Source: an optimization exercise on an open RTL-to-GDS flow (aim: small area, a short achievable clock period and few clock cycles per item). Production flows keep margins and buffers that such runs may drop.
No activity file was given, so power comes from the tool's default toggle rates.

==> job 7966: inputs <==
==> flow/design.v <==
`timescale 1ns / 1ps
package ssc_pkg;
  localparam int ArgDigits = 4;
  localparam int StickW = 15;    
  localparam int AccumW = 14;    
  localparam int CountW = 17;    
  localparam int ChanW  = 12;    
  localparam logic [ChanW-1:0]    CenterReset   = 12'd1502;
  localparam logic [StickW-1:0]   FloorReset    = 15'd1700;
  localparam logic [StickW-1:0]   ThrottleReset = 15'd1100;
  localparam logic [AccumW-1:0]   AccumMax      = 14'd9999;
  localparam logic [CountW-1:0]   CountMax      = '1;
  localparam logic [9:0]  AdjustmentReset  = 10'd100;
  localparam logic [15:0] HoldLimitReset   = 16'd100;
  localparam logic [11:0] ArmThrottleReset = 12'd1100;
  localparam logic [7:0] ChArm    = 8'h61;   
  localparam logic [7:0] ChClear  = 8'h71;   
  localparam logic [7:0] ChCenter = 8'h73;   
  localparam logic [7:0] ChThr    = 8'h74;   
  localparam logic [7:0] ChRoll   = 8'h72;   
  localparam logic [7:0] ChPitch  = 8'h70;   
  localparam logic [7:0] ChFloor  = 8'h6D;   
  localparam logic [7:0] ChNorth  = 8'h78;   
  localparam logic [7:0] ChEast   = 8'h7A;   
  localparam logic [7:0] ChSouth  = 8'h79;   
  localparam logic [7:0] ChWest   = 8'h75;   
  localparam logic [7:0] ChSpace  = 8'h20;
  localparam logic [7:0] ChTab    = 8'h09;
  localparam logic [7:0] ChCr     = 8'h0D;
  localparam logic [7:0] ChPlus   = 8'h2B;
  localparam logic [7:0] ChMinus  = 8'h2D;
  localparam logic [7:0] ChZero   = 8'h30;
  localparam logic [7:0] ChNine   = 8'h39;
  localparam logic [1:0] RegAdjustment  = 2'd0;
  localparam logic [1:0] RegHoldLimit   = 2'd1;
  localparam logic [1:0] RegArmThrottle = 2'd2;
  localparam logic [1:0] PH_SKIP   = 2'd0;
  localparam logic [1:0] PH_DIGITS = 2'd1;
  localparam logic [1:0] PH_DONE   = 2'd2;
  localparam logic [1:0] TGT_THROTTLE = 2'd0;
  localparam logic [1:0] TGT_ROLL     = 2'd1;
  localparam logic [1:0] TGT_PITCH    = 2'd2;
  localparam logic [1:0] TGT_FLOOR    = 2'd3;
  typedef struct packed {
    logic [9:0]  adjustment;
    logic [15:0] hold_limit;
    logic [11:0] arm_throttle;
  } cfg_t;
endpackage
`timescale 1ns / 1ps
import ssc_pkg::*;
module ssc_arg_parse (
  input  logic [1:0]               phase,        
  input  logic                     negative,
  input  logic signed [StickW-1:0] sacc,         
  input  logic                     sacc_above,   
  input  logic signed [StickW-1:0] floor_thr,
  input  logic [7:0]               ch,
  output logic [1:0]               phase_nxt,
  output logic                     negative_nxt,
  output logic signed [StickW-1:0] value,        
  output logic                     above_floor   
);
  logic       is_digit;
  logic       is_white;
  logic       is_sign;
  logic       take;                             
  logic [3:0] digit;
  assign is_digit = (ch[7:4] == 4'h3) && ((ch[3:0] <= 4'd9));
  assign is_white = (ch == ChSpace) || ((ch >= ChTab) && (ch <= ChCr));
  assign is_sign  = (ch == ChPlus) || (ch == ChMinus);
  assign digit    = ch[3:0];
  assign take     = is_digit && (phase != PH_DONE);
  always_comb begin
    phase_nxt    = phase;
    negative_nxt = negative;
    case (phase)
      PH_SKIP: begin
        if (is_sign) begin
          negative_nxt = ch[2];                 
          phase_nxt    = PH_DIGITS;
        end else if (is_digit) begin
          phase_nxt = PH_DIGITS;
        end else if (!is_white) begin
          phase_nxt = PH_DONE;
        end
      end
      PH_DIGITS: if (!is_digit) phase_nxt = PH_DONE;
      default: ;
    endcase
  end
  localparam int HiW = StickW - 4;
  logic signed [StickW-1:0] s10;
  logic [HiW-1:0]           hi;
  logic [HiW-1:0]           ones_below, zeros_below;
  assign s10 = (sacc <<< 3) + (sacc <<< 1);
  assign hi  = s10[StickW-1:4];
  for (genvar i = 0; i < HiW; i++) begin : g_pre
    if (i == 0) begin : g_first
      assign ones_below[i]  = 1'b1;
      assign zeros_below[i] = 1'b1;
    end else begin : g_rest
      assign ones_below[i]  = &hi[i-1:0];
      assign zeros_below[i] = ~|hi[i-1:0];
    end
  end
  localparam int QW = 16;
  logic [QW-1:0] qa, qb, qc, qs, qk, q;
  logic [QW-5:0] qh;
  logic          q_neg, q_m1, q_z;
  assign qa = {sacc[StickW-1], sacc} << 3;
  assign qb = {sacc[StickW-1], sacc} << 1;
  assign qc = ~{floor_thr[StickW-1], floor_thr};
  assign qs = qa ^ qb ^ qc;
  assign qk = {(qa[QW-2:0] & qb[QW-2:0]) | (qa[QW-2:0] & qc[QW-2:0]) | (qb[QW-2:0] & qc[QW-2:0]), 1'b0};
  assign q  = qs + qk;
  assign qh    = q[QW-1:4];
  assign q_neg = qh[QW-5];
  assign q_m1  = &qh;
  assign q_z   = ~|qh;
  logic [3:0]     low_v, low_q;
  logic           up, down, q_up, q_down;
  logic [HiW-1:0] hi_sel;
  logic           sum_neg;
  assign low_v  = negative ? s10[3:0] - digit : s10[3:0] + digit;
  assign up     = !negative && (digit > ~s10[3:0]);
  assign down   =  negative && (digit >  s10[3:0]);
  assign hi_sel = hi ^ ({HiW{up}} & ones_below) ^ ({HiW{down}} & zeros_below);
  assign q_up   = !negative && (digit > ~q[3:0]);
  assign q_down =  negative && (digit >  q[3:0]);
  always_comb begin
    if (q_up)        sum_neg = q_neg && !q_m1;    
    else if (q_down) sum_neg = q_neg || q_z;      
    else             sum_neg = q_neg;
  end
  assign value       = take ? signed'({hi_sel, low_v}) : sacc;
  assign above_floor = take ? !sum_neg : sacc_above;
endmodule
`timescale 1ns / 1ps
import ssc_pkg::*;
module ssc_tick (
  input  logic [ChanW-1:0]         center_pitch,
  input  logic [ChanW-1:0]         center_roll,
  input  logic [3:0]               dir_flags,
  input  logic [CountW-1:0]        hold_count,
  input  ssc_pkg::cfg_t            cfg,
  output logic signed [StickW-1:0] pitch,
  output logic signed [StickW-1:0] roll,
  output logic [3:0]               dir_flags_nxt,
  output logic [CountW-1:0]        hold_count_nxt
);
  logic expired;
  logic [StickW-1:0] adj_p, adj_r;
  logic              sub_p, sub_r;
  assign sub_p = dir_flags[0] && !dir_flags[2];
  assign sub_r = dir_flags[1] && !dir_flags[3];
  assign adj_p = ((dir_flags[2] ^ dir_flags[0]) ? StickW'(cfg.adjustment) : '0) ^ {StickW{sub_p}};
  assign adj_r = ((dir_flags[3] ^ dir_flags[1]) ? StickW'(cfg.adjustment) : '0) ^ {StickW{sub_r}};
  assign pitch = StickW'(center_pitch) + adj_p + StickW'(sub_p);
  assign roll  = StickW'(center_roll)  + adj_r + StickW'(sub_r);
  assign expired = hold_count > CountW'(cfg.hold_limit);
  assign dir_flags_nxt  = expired ? 4'd0 : dir_flags;
  assign hold_count_nxt = expired ? CountW'(1) : hold_count + 1'b1;
endmodule
`timescale 1ns / 1ps
import ssc_pkg::*;
module ssc_cfg_regs (
  input  logic         clk,
  input  logic         rst,
  input  logic         psel,
  input  logic         penable,
  input  logic         pwrite,
  input  logic [3:0]   paddr,
  input  logic [31:0]  pwdata,
  output logic [31:0]  prdata,
  output logic         pready,
  output ssc_pkg::cfg_t cfg
);
  logic       wr_en;
  logic [1:0] reg_idx;
  assign pready  = 1'b1;
  assign wr_en   = psel && penable && pwrite;
  assign reg_idx = paddr[3:2];
  always_ff @(posedge clk) begin
    if (rst) begin
      cfg.adjustment   <= AdjustmentReset;
      cfg.hold_limit   <= HoldLimitReset;
      cfg.arm_throttle <= ArmThrottleReset;
    end else if (wr_en) begin
      case (reg_idx)
        RegAdjustment:  cfg.adjustment   <= pwdata[9:0];
        RegHoldLimit:   cfg.hold_limit   <= pwdata[15:0];
        RegArmThrottle: cfg.arm_throttle <= pwdata[11:0];
        default: ;
      endcase
    end
  end
  always_comb begin
    case (reg_idx)
      RegAdjustment:  prdata = {22'd0, cfg.adjustment};
      RegHoldLimit:   prdata = {16'd0, cfg.hold_limit};
      RegArmThrottle: prdata = {20'd0, cfg.arm_throttle};
      default:        prdata = 32'd0;
    endcase
  end
endmodule
`timescale 1ns / 1ps
import ssc_pkg::*;
module serial_stick_command_decoder_top (
  input  logic        clk,
  input  logic        rst,
  input  logic        cmd_valid,
  output logic        cmd_ready,
  input  logic        cmd_mode,
  input  logic [7:0]  cmd_rx_byte,
  input  logic [11:0] cmd_rc_pitch,
  input  logic [11:0] cmd_rc_roll,
  output logic        stick_valid,
  input  logic        stick_ready,
  output logic        stick_armed,
  output logic [14:0] stick_throttle,
  output logic [14:0] stick_pitch,
  output logic [14:0] stick_roll,
  output logic        stick_clear_store,
  output logic [3:0]  stick_directions,
  input  logic        psel,
  input  logic        penable,
  input  logic        pwrite,
  input  logic [3:0]  paddr,
  input  logic [31:0] pwdata,
  output logic [31:0] prdata,
  output logic        pready
);
  ssc_pkg::cfg_t cfg;
  ssc_cfg_regs u_cfg (
    .clk     (clk),
    .rst     (rst),
    .psel    (psel),
    .penable (penable),
    .pwrite  (pwrite),
    .paddr   (paddr),
    .pwdata  (pwdata),
    .prdata  (prdata),
    .pready  (pready),
    .cfg     (cfg)
  );
  logic advance;
  assign cmd_ready = !stick_valid || stick_ready;
  assign advance   = cmd_valid && cmd_ready;
  logic                     armed_flag;
  logic                     pending;         
  logic [1:0]               chars_left;      
  logic [1:0]               target;
  logic [1:0]               phase;
  logic                     negative;
  logic signed [StickW-1:0] sacc;
  logic                     sacc_above;      
  logic [3:0]               dir_flags;
  logic [CountW-1:0]        hold_count;
  logic [ChanW-1:0]         center_pitch;
  logic [ChanW-1:0]         center_roll;
  logic signed [StickW-1:0] floor_throttle;
  logic signed [StickW-1:0] throttle_reg;
  logic signed [StickW-1:0] pitch_reg;
  logic signed [StickW-1:0] roll_reg;
  logic                     clear_reg;
  logic [1:0]               phase_nxt;
  logic                     negative_nxt;
  logic signed [StickW-1:0] arg_value;
  logic                     arg_above_floor;
  ssc_arg_parse u_parse (
    .phase        (phase),
    .negative     (negative),
    .sacc         (sacc),
    .sacc_above   (sacc_above),
    .floor_thr    (floor_throttle),
    .ch           (cmd_rx_byte),
    .phase_nxt    (phase_nxt),
    .negative_nxt (negative_nxt),
    .value        (arg_value),
    .above_floor  (arg_above_floor)
  );
  logic signed [StickW-1:0] tick_pitch;
  logic signed [StickW-1:0] tick_roll;
  logic [3:0]               tick_dirs;
  logic [CountW-1:0]        tick_hold;
  ssc_tick u_tick (
    .center_pitch   (center_pitch),
    .center_roll    (center_roll),
    .dir_flags      (dir_flags),
    .hold_count     (hold_count),
    .cfg            (cfg),
    .pitch          (tick_pitch),
    .roll           (tick_roll),
    .dir_flags_nxt  (tick_dirs),
    .hold_count_nxt (tick_hold)
  );
  logic is_tick, is_arg, is_cmd, is_last;
  logic do_arm, do_clear, do_center, do_open, do_dir;
  logic [3:0] dir_bit;
  logic [1:0] open_target;
  assign is_tick  = cmd_mode;
  assign is_arg   = !cmd_mode && pending;
  assign is_cmd   = !cmd_mode && !pending;
  assign is_last  = is_arg && (chars_left == 2'd0);
  assign do_arm    = is_cmd && (cmd_rx_byte == ChArm);
  assign do_clear  = is_cmd && (cmd_rx_byte == ChClear);
  assign do_center = is_cmd && (cmd_rx_byte == ChCenter);
  always_comb begin
    open_target = TGT_THROTTLE;
    dir_bit     = 4'd0;
    do_open     = 1'b0;
    case (cmd_rx_byte)
      ChThr:   begin do_open = 1'b1; open_target = TGT_THROTTLE; end
      ChRoll:  begin do_open = 1'b1; open_target = TGT_ROLL;     end
      ChPitch: begin do_open = 1'b1; open_target = TGT_PITCH;    end
      ChFloor: begin do_open = 1'b1; open_target = TGT_FLOOR;    end
      ChNorth: dir_bit = 4'b0001;
      ChEast:  dir_bit = 4'b0010;
      ChSouth: dir_bit = 4'b0100;
      ChWest:  dir_bit = 4'b1000;
      default: ;
    endcase
  end
  assign do_dir = is_cmd && (dir_bit != 4'd0);
  always_ff @(posedge clk) begin
    if (rst) begin
      armed_flag     <= 1'b0;
      pending        <= 1'b0;
      dir_flags      <= 4'd0;
      hold_count     <= '0;
      center_pitch   <= CenterReset;
      center_roll    <= CenterReset;
      floor_throttle <= FloorReset;
      throttle_reg   <= ThrottleReset;
      pitch_reg      <= StickW'(CenterReset);
      roll_reg       <= StickW'(CenterReset);
    end else if (advance) begin
      if (do_arm) begin
        armed_flag   <= !armed_flag;
        throttle_reg <= signed'(StickW'(cfg.arm_throttle));
      end
      if (do_center) begin
        center_pitch <= cmd_rc_pitch;
        center_roll  <= cmd_rc_roll;
        pitch_reg    <= signed'(StickW'(cmd_rc_pitch));
        roll_reg     <= signed'(StickW'(cmd_rc_roll));
      end
      if (is_cmd && do_open && armed_flag) pending <= 1'b1;
      if (is_last) pending <= 1'b0;
      if (do_dir) begin
        dir_flags  <= dir_flags | dir_bit;
        hold_count <= '0;
      end
      if (is_tick) begin
        pitch_reg  <= tick_pitch;
        roll_reg   <= tick_roll;
        dir_flags  <= tick_dirs;
        hold_count <= tick_hold;
      end
      if (is_last) begin
        case (target)
          TGT_THROTTLE: throttle_reg   <= arg_above_floor ? arg_value : floor_throttle;
          TGT_ROLL:     roll_reg       <= arg_value;
          TGT_PITCH:    pitch_reg      <= arg_value;
          default:      floor_throttle <= arg_value;
        endcase
      end
    end
  end
  always_ff @(posedge clk) begin
    if (advance) begin
      if (is_cmd) begin
        chars_left <= 2'd3;
        target     <= open_target;
        phase      <= PH_SKIP;
        negative   <= 1'b0;
        sacc       <= '0;
        sacc_above <= floor_throttle[StickW-1];    
      end else if (is_arg) begin
        chars_left <= chars_left - 2'd1;
        phase      <= phase_nxt;
        negative   <= negative_nxt;
        sacc       <= arg_value;
        sacc_above <= arg_above_floor;
      end
    end
  end
  always_ff @(posedge clk) begin
    if (rst) begin
      stick_valid <= 1'b0;
    end else if (advance) begin
      stick_valid <= 1'b1;
    end else if (stick_ready) begin
      stick_valid <= 1'b0;
    end
  end
  always_ff @(posedge clk) begin
    if (advance) clear_reg <= do_clear;
  end
  assign stick_armed       = armed_flag;
  assign stick_throttle    = throttle_reg;
  assign stick_pitch       = pitch_reg;
  assign stick_roll        = roll_reg;
  assign stick_clear_store = clear_reg;
  assign stick_directions  = dir_flags;
endmodule
==> flow/run.sh <==
#!/bin/bash
# synth_recipe.tcl (not shown) runs the flow's synth.tcl, then flattens the netlist and writes it again
# the make line also repeats each setting of config.mk as NAME=value (left out here)
make -C /OpenROAD-flow-scripts/flow DESIGN_CONFIG=/design/flow/config.mk WORK_HOME=/design/flow/orfs CLKGATE_MAP_FILE= SYNTH_SCRIPT=/design/flow/synth_recipe.tcl finish
==> flow/config.mk <==
export PLATFORM = sky130hd
export DESIGN_NAME = serial_stick_command_decoder_top
export DESIGN_NICKNAME = serial_stick_command_decoder_top
export VERILOG_FILES = /design/flow/design.v
export SDC_FILE = /design/flow/constraint.sdc
export NUM_CORES = 4
export LEC_CHECK = 0
export CAP_MARGIN = 20
export CORE_MARGIN = 2
export CORE_UTILIZATION = 40
export SLEW_MARGIN = 20
==> flow/constraint.sdc <==
create_clock -name core_clock -period 7.0 [get_ports {clk}]
set_input_delay 1.4000 -clock core_clock [delete_from_list [all_inputs] [get_ports {clk}]]
set_output_delay 1.4000 -clock core_clock [all_outputs]
set_load 0.01 [all_outputs]
==> job 2456: changes against job 7966 <==
--- a/flow/design.v
+++ b/flow/design.v
@@ -54,4 +54,5 @@
   input  logic                     negative,
   input  logic signed [StickW-1:0] sacc,         
+  input  logic signed [StickW-1:0] sacc10,       
   input  logic                     sacc_above,   
   input  logic signed [StickW-1:0] floor_thr,
@@ -60,4 +61,5 @@
   output logic                     negative_nxt,
   output logic signed [StickW-1:0] value,        
+  output logic signed [StickW-1:0] value10,      
   output logic                     above_floor   
 );
@@ -91,9 +93,12 @@
   end
   localparam int HiW = StickW - 4;
-  logic signed [StickW-1:0] s10;
-  logic [HiW-1:0]           hi;
-  logic [HiW-1:0]           ones_below, zeros_below;
-  assign s10 = (sacc <<< 3) + (sacc <<< 1);
-  assign hi  = s10[StickW-1:4];
+  localparam int HwW = StickW - 7;
+  logic signed [StickW-1:0] s10, s100;
+  logic [HiW-1:0]           hi, ones_below, zeros_below;
+  logic [HwW-1:0]           hw, ones_below_w, zeros_below_w;
+  assign s10  = sacc10;
+  assign s100 = (s10 <<< 3) + (s10 <<< 1);
+  assign hi   = s10[StickW-1:4];
+  assign hw   = s100[StickW-1:7];
   for (genvar i = 0; i < HiW; i++) begin : g_pre
     if (i == 0) begin : g_first
@@ -105,14 +110,18 @@
     end
   end
+  for (genvar i = 0; i < HwW; i++) begin : g_prew
+    if (i == 0) begin : g_first
+      assign ones_below_w[i]  = 1'b1;
+      assign zeros_below_w[i] = 1'b1;
+    end else begin : g_rest
+      assign ones_below_w[i]  = &hw[i-1:0];
+      assign zeros_below_w[i] = ~|hw[i-1:0];
+    end
+  end
   localparam int QW = 16;
-  logic [QW-1:0] qa, qb, qc, qs, qk, q;
+  logic [QW-1:0] q;
   logic [QW-5:0] qh;
   logic          q_neg, q_m1, q_z;
-  assign qa = {sacc[StickW-1], sacc} << 3;
-  assign qb = {sacc[StickW-1], sacc} << 1;
-  assign qc = ~{floor_thr[StickW-1], floor_thr};
-  assign qs = qa ^ qb ^ qc;
-  assign qk = {(qa[QW-2:0] & qb[QW-2:0]) | (qa[QW-2:0] & qc[QW-2:0]) | (qb[QW-2:0] & qc[QW-2:0]), 1'b0};
-  assign q  = qs + qk;
+  assign q     = {s10[StickW-1], s10} + ~{floor_thr[StickW-1], floor_thr};
   assign qh    = q[QW-1:4];
   assign q_neg = qh[QW-5];
@@ -127,4 +136,12 @@
   assign down   =  negative && (digit >  s10[3:0]);
   assign hi_sel = hi ^ ({HiW{up}} & ones_below) ^ ({HiW{down}} & zeros_below);
+  logic [6:0]     d10, low_w;
+  logic           w_up, w_down;
+  logic [HwW-1:0] hw_sel;
+  assign d10    = 7'(digit) * 7'd10;
+  assign low_w  = negative ? s100[6:0] - d10 : s100[6:0] + d10;
+  assign w_up   = !negative && (d10 > ~s100[6:0]);
+  assign w_down =  negative && (d10 >  s100[6:0]);
+  assign hw_sel = hw ^ ({HwW{w_up}} & ones_below_w) ^ ({HwW{w_down}} & zeros_below_w);
   assign q_up   = !negative && (digit > ~q[3:0]);
   assign q_down =  negative && (digit >  q[3:0]);
@@ -135,4 +152,5 @@
   end
   assign value       = take ? signed'({hi_sel, low_v}) : sacc;
+  assign value10     = take ? signed'({hw_sel, low_w}) : sacc10;
   assign above_floor = take ? !sum_neg : sacc_above;
 endmodule
@@ -151,12 +169,17 @@
 );
   logic expired;
-  logic [StickW-1:0] adj_p, adj_r;
-  logic              sub_p, sub_r;
-  assign sub_p = dir_flags[0] && !dir_flags[2];
-  assign sub_r = dir_flags[1] && !dir_flags[3];
-  assign adj_p = ((dir_flags[2] ^ dir_flags[0]) ? StickW'(cfg.adjustment) : '0) ^ {StickW{sub_p}};
-  assign adj_r = ((dir_flags[3] ^ dir_flags[1]) ? StickW'(cfg.adjustment) : '0) ^ {StickW{sub_r}};
-  assign pitch = StickW'(center_pitch) + adj_p + StickW'(sub_p);
-  assign roll  = StickW'(center_roll)  + adj_r + StickW'(sub_r);
+  function automatic logic [StickW-1:0] deflect(input logic [ChanW-1:0] c,
+                                                input logic up, input logic dn,
+                                                input logic [9:0] adj);
+    logic [12:0] a;
+    logic [13:0] r;
+    logic        sub;
+    sub = dn && !up;
+    a   = (up ^ dn) ? {3'b000, adj} : 13'd0;
+    r   = {2'b00, c} + {1'b0, a ^ {13{sub}}} + 14'(sub);
+    deflect = {{2{sub && !r[13]}}, r[12:0]};
+  endfunction
+  assign pitch = deflect(center_pitch, dir_flags[2], dir_flags[0], cfg.adjustment);
+  assign roll  = deflect(center_roll,  dir_flags[3], dir_flags[1], cfg.adjustment);
   assign expired = hold_count > CountW'(cfg.hold_limit);
   assign dir_flags_nxt  = expired ? 4'd0 : dir_flags;
@@ -245,7 +268,23 @@
     .cfg     (cfg)
   );
-  logic advance;
-  assign cmd_ready = !stick_valid || stick_ready;
-  assign advance   = cmd_valid && cmd_ready;
+  logic        in_valid;
+  logic        in_mode;
+  logic [7:0]  in_byte;
+  logic        advance;
+  assign advance   = in_valid && (!stick_valid || stick_ready);
+  assign cmd_ready = !in_valid || advance;
+  always_ff @(posedge clk) begin
+    if (rst) begin
+      in_valid <= 1'b0;
+    end else if (cmd_ready) begin
+      in_valid <= cmd_valid;
+    end
+  end
+  always_ff @(posedge clk) begin
+    if (cmd_ready && cmd_valid) begin
+      in_mode  <= cmd_mode;
+      in_byte  <= cmd_rx_byte;
+    end
+  end
   logic                     armed_flag;
   logic                     pending;         
@@ -255,4 +294,5 @@
   logic                     negative;
   logic signed [StickW-1:0] sacc;
+  logic signed [StickW-1:0] sacc10;          
   logic                     sacc_above;      
   logic [3:0]               dir_flags;
@@ -268,4 +308,5 @@
   logic                     negative_nxt;
   logic signed [StickW-1:0] arg_value;
+  logic signed [StickW-1:0] arg_value10;
   logic                     arg_above_floor;
   ssc_arg_parse u_parse (
@@ -273,10 +314,12 @@
     .negative     (negative),
     .sacc         (sacc),
+    .sacc10       (sacc10),
     .sacc_above   (sacc_above),
     .floor_thr    (floor_throttle),
-    .ch           (cmd_rx_byte),
+    .ch           (in_byte),
     .phase_nxt    (phase_nxt),
     .negative_nxt (negative_nxt),
     .value        (arg_value),
+    .value10      (arg_value10),
     .above_floor  (arg_above_floor)
   );
@@ -300,16 +343,16 @@
   logic [3:0] dir_bit;
   logic [1:0] open_target;
-  assign is_tick  = cmd_mode;
-  assign is_arg   = !cmd_mode && pending;
-  assign is_cmd   = !cmd_mode && !pending;
+  assign is_tick  = in_mode;
+  assign is_arg   = !in_mode && pending;
+  assign is_cmd   = !in_mode && !pending;
   assign is_last  = is_arg && (chars_left == 2'd0);
-  assign do_arm    = is_cmd && (cmd_rx_byte == ChArm);
-  assign do_clear  = is_cmd && (cmd_rx_byte == ChClear);
-  assign do_center = is_cmd && (cmd_rx_byte == ChCenter);
+  assign do_arm    = is_cmd && (in_byte == ChArm);
+  assign do_clear  = is_cmd && (in_byte == ChClear);
+  assign do_center = is_cmd && (in_byte == ChCenter);
   always_comb begin
     open_target = TGT_THROTTLE;
     dir_bit     = 4'd0;
     do_open     = 1'b0;
-    case (cmd_rx_byte)
+    case (in_byte)
       ChThr:   begin do_open = 1'b1; open_target = TGT_THROTTLE; end
       ChRoll:  begin do_open = 1'b1; open_target = TGT_ROLL;     end
@@ -330,6 +373,4 @@
       dir_flags      <= 4'd0;
       hold_count     <= '0;
-      center_pitch   <= CenterReset;
-      center_roll    <= CenterReset;
       floor_throttle <= FloorReset;
       throttle_reg   <= ThrottleReset;
@@ -342,8 +383,6 @@
       end
       if (do_center) begin
-        center_pitch <= cmd_rc_pitch;
-        center_roll  <= cmd_rc_roll;
-        pitch_reg    <= signed'(StickW'(cmd_rc_pitch));
-        roll_reg     <= signed'(StickW'(cmd_rc_roll));
+        pitch_reg    <= signed'(StickW'(center_pitch));
+        roll_reg     <= signed'(StickW'(center_roll));
       end
       if (is_cmd && do_open && armed_flag) pending <= 1'b1;
@@ -369,4 +408,20 @@
     end
   end
+  logic pending_after;
+  logic take_center;
+  assign pending_after = !in_valid ? pending :
+                         (is_cmd && do_open && armed_flag) ? 1'b1 :
+                         is_last ? 1'b0 : pending;
+  assign take_center   = cmd_valid && cmd_ready && !cmd_mode
+                         && (cmd_rx_byte == ChCenter) && !pending_after;
+  always_ff @(posedge clk) begin
+    if (rst) begin
+      center_pitch <= CenterReset;
+      center_roll  <= CenterReset;
+    end else if (take_center) begin
+      center_pitch <= cmd_rc_pitch;
+      center_roll  <= cmd_rc_roll;
+    end
+  end
   always_ff @(posedge clk) begin
     if (advance) begin
@@ -377,4 +432,5 @@
         negative   <= 1'b0;
         sacc       <= '0;
+        sacc10     <= '0;
         sacc_above <= floor_throttle[StickW-1];    
       end else if (is_arg) begin
@@ -383,4 +439,5 @@
         negative   <= negative_nxt;
         sacc       <= arg_value;
+        sacc10     <= arg_value10;
         sacc_above <= arg_above_floor;
       end
--- a/flow/config.mk
+++ b/flow/config.mk
@@ -9,3 +9,4 @@
 export CORE_MARGIN = 2
 export CORE_UTILIZATION = 40
+export SETUP_SLACK_MARGIN = 3.7
 export SLEW_MARGIN = 20
==> summary.txt <==
metric                                                      job 7966        job 2456
Run status                                            finished clean  finished clean
CP bufs+invs                                                       3               5
Core box area                                             30,590 um2      33,360 um2
DR pass1 iterations                                                5               7
Routed length per instance                                  19.15 um        19.55 um
Net switching power                                        0.6849 mW       0.8391 mW
Mean instance size in the synthesized netlist              7.964 um2       8.200 um2
Pwr Density                                             166.8 nW/um2    162.4 nW/um2
Effective utilization at floorplan                            40.67%          40.38%
DIE WIDTH                                                   180.3 um        187.5 um
Mux cell area share after synthesis                           4.436%          4.486%
Fillers                                                        3,018           3,198
Post-synthesis sequential area ratio                          29.29%          32.32%
Count of yosys warnings during synthesis                           3               4
Pin count of the biggest net entering global routing              56              77
Wire length on met1                                         18.17 mm        19.63 mm
Global router's overall resource usage                        23.94%          24.62%
No functional check of the RTL was part of any run of this note.

## port drivers added, routing unchanged
In the flow no input, the clock included, has a driving cell. The finished layouts below were timed again as built, in two steps.
Step 1, drivers: a clkbuf_16 drives clk and a buf_2 each remaining input, both assumed.
Step 2 times the ports against the registers' clock, not the clock port: input delays grow and output delays shrink by t, the midpoint of the rising clock arrivals with the driver on.
Slacks: ideal / step 1 / step 2; pairs: ideal / step 1.
run	shift t [ns]	setup WS [ns]	hold slack, ns	worst register clock-pin slew, ns	worst slew at a driven data input, ns
job 7966	0.486	1.569 / 1.595 / 1.109	0.467 / 0.467 / 0.467	0.07 / 0.07	0.04
job 2456	0.505	3.312 / 3.260 / 3.260	0.483 / 0.483 / 0.483	0.09 / 0.09	0.05
After both steps setup and hold are still met in every run listed. The setup slack of job 7966, which loses most, moves by +0.026 ns with the drivers and by -0.460 ns with both steps.
